Background: an optimization exercise with open tools, aiming at small area. Do not read the settings as production practice. Function was checked by simulation only, so behaviour that the tests miss may differ from the original. Power and IR drop assume default switching activity.

<file path="design.v">
module regfile_csr #(
  parameter int XLEN = 64
) (
  input  logic            clk,
  input  logic            rst,
  input  logic [4:0]      rs1_addr_i,
  input  logic [4:0]      rs2_addr_i,
  output logic [XLEN-1:0] rs1_data_o,
  output logic [XLEN-1:0] rs2_data_o,
  input  logic            wreg_i,
  input  logic [4:0]      rd_addr_i,
  input  logic [XLEN-1:0] rd_wdata_i,
  input  logic [11:0]     csr_raddr_i,
  output logic [XLEN-1:0] csr_data_o,
  input  logic            csr_wreg_i,
  input  logic [11:0]     csr_waddr_i,
  input  logic [XLEN-1:0] csr_wdata_i,
  input  logic            retire_i,
  input  logic            trap_i,
  input  logic [XLEN-1:0] trap_pc_i,
  input  logic [XLEN-1:0] trap_cause_i,
  output logic [XLEN-1:0] mtvec_o,
  output logic [XLEN-1:0] mepc_o
);
  localparam logic [11:0] ADDR_MSTATUS  = 12'h300;
  localparam logic [11:0] ADDR_MTVEC    = 12'h305;
  localparam logic [11:0] ADDR_MSCRATCH = 12'h340;
  localparam logic [11:0] ADDR_MEPC     = 12'h341;
  localparam logic [11:0] ADDR_MCAUSE   = 12'h342;
  localparam logic [11:0] ADDR_MCYCLE   = 12'hB00;
  localparam logic [11:0] ADDR_MINSTRET = 12'hB02;
  localparam logic [XLEN-1:0] MSTATUS_RST = XLEN'('h1800);
  localparam logic [XLEN-1:0] BIT0_CLEAR  = {{(XLEN-1){1'b1}}, 1'b0};
  logic [XLEN-1:0] r_gpr [32];
  logic [XLEN-1:0] r_mstatus;
  logic [XLEN-1:0] r_mtvec;
  logic [XLEN-1:0] r_mscratch;
  logic [XLEN-1:0] r_mepc;
  logic [XLEN-1:0] r_mcause;
  logic [XLEN-1:0] r_mcycle;
  logic [XLEN-1:0] r_minstret;
  logic w_wr_mstatus;
  logic w_wr_mtvec;
  logic w_wr_mscratch;
  logic w_wr_mepc;
  logic w_wr_mcause;
  logic w_wr_mcycle;
  logic w_wr_minstret;
  assign w_wr_mstatus  = csr_wreg_i && (csr_waddr_i == ADDR_MSTATUS);
  assign w_wr_mtvec    = csr_wreg_i && (csr_waddr_i == ADDR_MTVEC);
  assign w_wr_mscratch = csr_wreg_i && (csr_waddr_i == ADDR_MSCRATCH);
  assign w_wr_mepc     = csr_wreg_i && (csr_waddr_i == ADDR_MEPC);
  assign w_wr_mcause   = csr_wreg_i && (csr_waddr_i == ADDR_MCAUSE);
  assign w_wr_mcycle   = csr_wreg_i && (csr_waddr_i == ADDR_MCYCLE);
  assign w_wr_minstret = csr_wreg_i && (csr_waddr_i == ADDR_MINSTRET);
  always_ff @(posedge clk) begin
    if (rst) begin
      for (int i = 0; i < 32; i++) r_gpr[i] <= '0;
      r_mstatus  <= MSTATUS_RST;
      r_mtvec    <= '0;
      r_mscratch <= '0;
      r_mepc     <= '0;
      r_mcause   <= '0;
      r_mcycle   <= '0;
      r_minstret <= '0;
    end else begin
      if (wreg_i && (rd_addr_i != 5'd0)) r_gpr[rd_addr_i] <= rd_wdata_i;
      if (w_wr_mstatus)  r_mstatus  <= csr_wdata_i;
      if (w_wr_mtvec)    r_mtvec    <= csr_wdata_i;
      if (w_wr_mscratch) r_mscratch <= csr_wdata_i;
      r_mcycle <= w_wr_mcycle ? csr_wdata_i : r_mcycle + XLEN'(1);
      if (w_wr_minstret)  r_minstret <= csr_wdata_i;
      else if (retire_i)  r_minstret <= r_minstret + XLEN'(1);
      if (trap_i) begin
        r_mepc   <= trap_pc_i & BIT0_CLEAR;
        r_mcause <= trap_cause_i;
      end else begin
        if (w_wr_mepc)   r_mepc   <= csr_wdata_i & BIT0_CLEAR;
        if (w_wr_mcause) r_mcause <= csr_wdata_i;
      end
    end
  end
  assign rs1_data_o = (rs1_addr_i == 5'd0) ? '0 : r_gpr[rs1_addr_i];
  assign rs2_data_o = (rs2_addr_i == 5'd0) ? '0 : r_gpr[rs2_addr_i];
  always_comb begin
    csr_data_o = '0;
    case (csr_raddr_i)
      ADDR_MSTATUS:  csr_data_o = r_mstatus;
      ADDR_MTVEC:    csr_data_o = r_mtvec;
      ADDR_MSCRATCH: csr_data_o = r_mscratch;
      ADDR_MEPC:     csr_data_o = r_mepc;
      ADDR_MCAUSE:   csr_data_o = r_mcause;
      ADDR_MCYCLE:   csr_data_o = r_mcycle;
      ADDR_MINSTRET: csr_data_o = r_minstret;
      default:       csr_data_o = '0;
    endcase
  end
  assign mtvec_o = r_mtvec;
  assign mepc_o  = r_mepc;
endmodule
</file>
<file path="run.sh">
#!/bin/bash
# synth_recipe.tcl (not shown) runs the flow's synth.tcl, then flattens the netlist and writes it again
# the make line also repeats each setting of config.mk as NAME=value (left out here)
make -C /OpenROAD-flow-scripts/flow DESIGN_CONFIG=/design/flow/config.mk WORK_HOME=/design/flow/orfs CLKGATE_MAP_FILE= SYNTH_SCRIPT=/design/flow/synth_recipe.tcl finish
</file>
<file path="config.mk">
export PLATFORM = sky130hd
export DESIGN_NAME = regfile_csr
export DESIGN_NICKNAME = regfile_csr
export VERILOG_FILES = /design/flow/design.v
export SDC_FILE = /design/flow/constraint.sdc
export NUM_CORES = 4
export LEC_CHECK = 0
export CAP_MARGIN = 20
export CORE_MARGIN = 2
export CORE_UTILIZATION = 40
export SLEW_MARGIN = 20
</file>
<file path="constraint.sdc">
create_clock -name core_clock -period 6.0 [get_ports {clk}]
set_input_delay 1.2000 -clock core_clock [delete_from_list [all_inputs] [get_ports {clk}]]
set_output_delay 1.2000 -clock core_clock [all_outputs]
set_load 0.01 [all_outputs]
</file>
==> flow_summary.ini <==
[placed_design]
place_ws_ns = 0.4743
dpl_cell_area_mm2 = 0.1426
hpwl_mm = 293.4
portBuffers = 618
gp_congestion = 0.9591
dp.cells = 13740

[timing]
tightest_slew_ns = 1.214
slew_headroom_pct = 17.91
slew_viol_final = 0
fin_skew_ns = 0.03668
finalCritPeriodShare_pct = 92.56
rsz0062_at_grt = false
tns_ns = 0
setup_viol = 0
layout_setup_ws_ns = 0.4464
hold_viol = 0
fin_crit_ns = 5.554
fmax_mhz = 180.1

[outcome]
run_status = finished clean

[setup_path]
worstSetupEndpointType = output port
crit_type = in -> out
arrival_ns = 4.35
critPathLaunchType = primary input
crit_end = csr_data_o[34]
worstPathMaxFanout = 14
worst_r2r_path_depth = 6
worstSetupStartpoint = csr_raddr_i[7]
r2r_setup_slack_ns = 2.68
reg2reg_to = r_minstret[59]$_SDFFE_PP0P_
r2r_start = r_minstret[11]$_SDFFE_PP0P_
cp.required_ns = 4.80

[floorplan]
die_x_um = 574.1
io_pins = 621
initial_core_util_pct = 40.16
fp.coreArea_mm2 = 0.3237
die_area_mm2 = 0.3296
fp-row-count = 209
die_y_um = 574.1

[job]
max_cap_viol_count = 0

[yosys]
synth_top_area_cell = edfxtp_1
synthCells = 9327
ys_seq_area_share_pct = 54.19
synth_area_leaders = edfxtp_1, mux4_2, and2_1
ys_seq_elements = 2495
synthFlopType = edfxtp_1
mappedNetlistArea_mm2 = 0.1300
synth_area_per_cell_um2 = 13.94
netlist.area_leader.share_pct = 47.31
ys_types = 55
yosys_warnings = 1
synthArstFlopShare_pct = 0
synth_edf_count = 2048

[layout]
layout.cells.non_filler = 14310
final_area_mm2 = 0.1523
area_growth_pct = 17.12
nNetsFinal = 10010
drive_gt1_share_pct = 22.30
layout_common_cells = edfxtp_1, and2_1, mux4_2, nand2_1, clkdlybuf4s50_1
final_common_cell = edfxtp_1

[clocking]
clkLatencyLatePin_ns = 0.90
cts-resized-gates = 0
h-tree-depth = 5
clock_path_buffers = 4
clock_sinks = 2495
cts_setup_buffers = 0
cts_tree = built
clockRootBuffer = clkbuf_16
numCtsBuffers = 292
hold_buffers = 0
path_clk_slew_ns = 0.06

[drt]
ant_nets = 0
vias_per_cell = 6.121
drt_iter0_drc = 11180
drc = 0
vias = 87590
post_drt_wl_per_cell_um = 33.86
routed_wirelength_mm = 484.5
first_pass_iters = 8

[power]
pwr_density_cell_mw_per_mm2 = 283.8
vdd_ir_drop_max_mv = 0.2160
p_leak_nw = 52.32

[global_routing]
grt_max_degree = 142
overflow = 0
grt_pass1_wl_mm = 679.7
first_global_vias = 89410
grt_usage_pct = 28.88
antenna_found_initial = 51

[worst_hold_path]
min_path_type = reg -> reg
==> how the worst min path moves through the flow <==
stage,from,end,slack (ns),cells after the start
final,r_mstatus[63]$_SDFFE_PP0P_,r_mstatus[63]$_SDFFE_PP0P_,0.45,2
after global placement,r_mstatus[20]$_SDFFE_PP0P_,r_mstatus[20]$_SDFFE_PP0P_,0.44,2
after detailed placement,r_mstatus[21]$_SDFFE_PP0P_,r_mstatus[21]$_SDFFE_PP0P_,0.44,2
after global routing,r_mscratch[45]$_SDFFE_PP0P_,r_mscratch[45]$_SDFFE_PP0P_,0.47,2
after CTS,r_mstatus[21]$_SDFFE_PP0P_,r_mstatus[21]$_SDFFE_PP0P_,0.45,2
after floorplan,r_mstatus[0]$_SDFFE_PP0P_,r_mstatus[0]$_SDFFE_PP0P_,0.43,2
==> registers in the layout (all words and copies together), names as in the netlist <==
name        flops
r_gpr        2048
r_mcause       64
r_mcycle       64
r_mepc         63
r_minstret     64
r_mscratch     64
r_mstatus      64
r_mtvec        64
==> Yosys cell counts, types with 5 or more instances <==
cell / instances
edfxtp_1: 2048
and2_1: 1994
mux4_2: 1234
clkbuf_1: 716
nand2_1: 655
dfxtp_1: 447
nor2_1: 358
a21oi_1: 271
mux2i_1: 239
o21ai_0: 193
buf_2: 112
a211oi_1: 111
mux2_2: 110
buf_1: 100
inv_1: 90
nand3_1: 88
xor2_1: 72
a22oi_1: 70
nor2b_1: 66
xnor2_1: 51
nand4_1: 47
and3_1: 33
or2_2: 32
a221oi_1: 30
a222oi_1: 28
nor3_1: 24
and4_1: 17
nor4_1: 14
nand3b_1: 11
buf_4: 8
a22o_1: 7
buf_6: 6
nand4b_1: 5
==> metal layers <==
metal | part of all wire (%) | GRT usage (%) | vias up
li1 | - | - | 35740
met1 | 35 | 34.81 | 45140
met2 | 49 | 47.85 | 5557
met3 | 10 | 6.308 | 1154
met4 | 6.3 | 16.73 | 6
met5 | 0.0076 | 0 | -
==> critical path, stage by stage <==
cell	delay (ns)
clkdlybuf4s50_1	0.48
nor4_1	0.35
buf_4	0.17
and2_1	0.18
nand3_1	0.21
nor3b_2	0.40
buf_12	0.20
a22oi_1	0.10
nand3_1	0.40
clkdlybuf4s50_1	0.65
==> cell families (layout without fill, tap and decap cells) <==
kind of cell	Yosys count	count (layout)	share of synthesized area, %
buf+inv	1032	1578	3.145
fa+ha+maj	2	2	0.01925
simple gates	3375	3375	14.31
other cells	1	113	0.002885
compound gates	716	716	3.334
xor+xnor	123	123	0.8286
mux	1583	1583	24.17
flops	2495	2495	54.19
==> metrics by stage <==
stage	utilization [%]	power (mW)	hold slack, ns
final	47.03	43.21	0.4526
after global routing	47.01	44.28	0.4653
after CTS	47.00	43.34	0.4510
after detailed placement	44.03	25.36	0.4429
after global placement	44.03	25.24	0.4375
after floorplan	-	23.01	0.4312
==> power breakdown <==
group / switching (mW) / internal [mW]
registers: 0.446 / 19.6
logic: 2.69 / 2.36
clock network: 7.61 / 10.5
==> layout make-up <==
cell class              instances  area (µm²)
flip-flops and latches       2495       70450
fillers                     28110      171500
repair buffers                965       10250
clock buffers                 366        7844
multi-input cells            5864       56090
inverters                      90       337.8
well taps                    4325        5411
clock inverters               157        1762
diodes                         48       120.1

[port drivers added, routing unchanged]
In the flow no input, the clock included, has a driving cell. The finished layout below was timed again as built, in two steps. Step 1 (the two cells are an assumption about what drives the block):
set clk [get_ports {clk}]
set_driving_cell -lib_cell sky130_fd_sc_hd__clkbuf_16 $clk
set_driving_cell -lib_cell sky130_fd_sc_hd__buf_2 [delete_from_list [all_inputs] $clk]
Step 2, shift: input delay + t, output delay - t, t = (earliest + latest rising clock arrival at the registers) / 2. This alone moves slack from input paths to output paths. Three values: ideal, step 1, step 2; two values: the first two.
shift t [ns]: 1.004
setup slack, ns: 0.446 / 0.426 / 0.426
worst setup path after step 2: input to output
latest minus earliest clock arrival (ns): 0.101 / 0.101
worst slew at a driven data input, ns: 0.33
After both steps this run still meets setup and hold. The setup slack of this run moves by -0.020 ns with the drivers and by -0.020 ns with both steps.
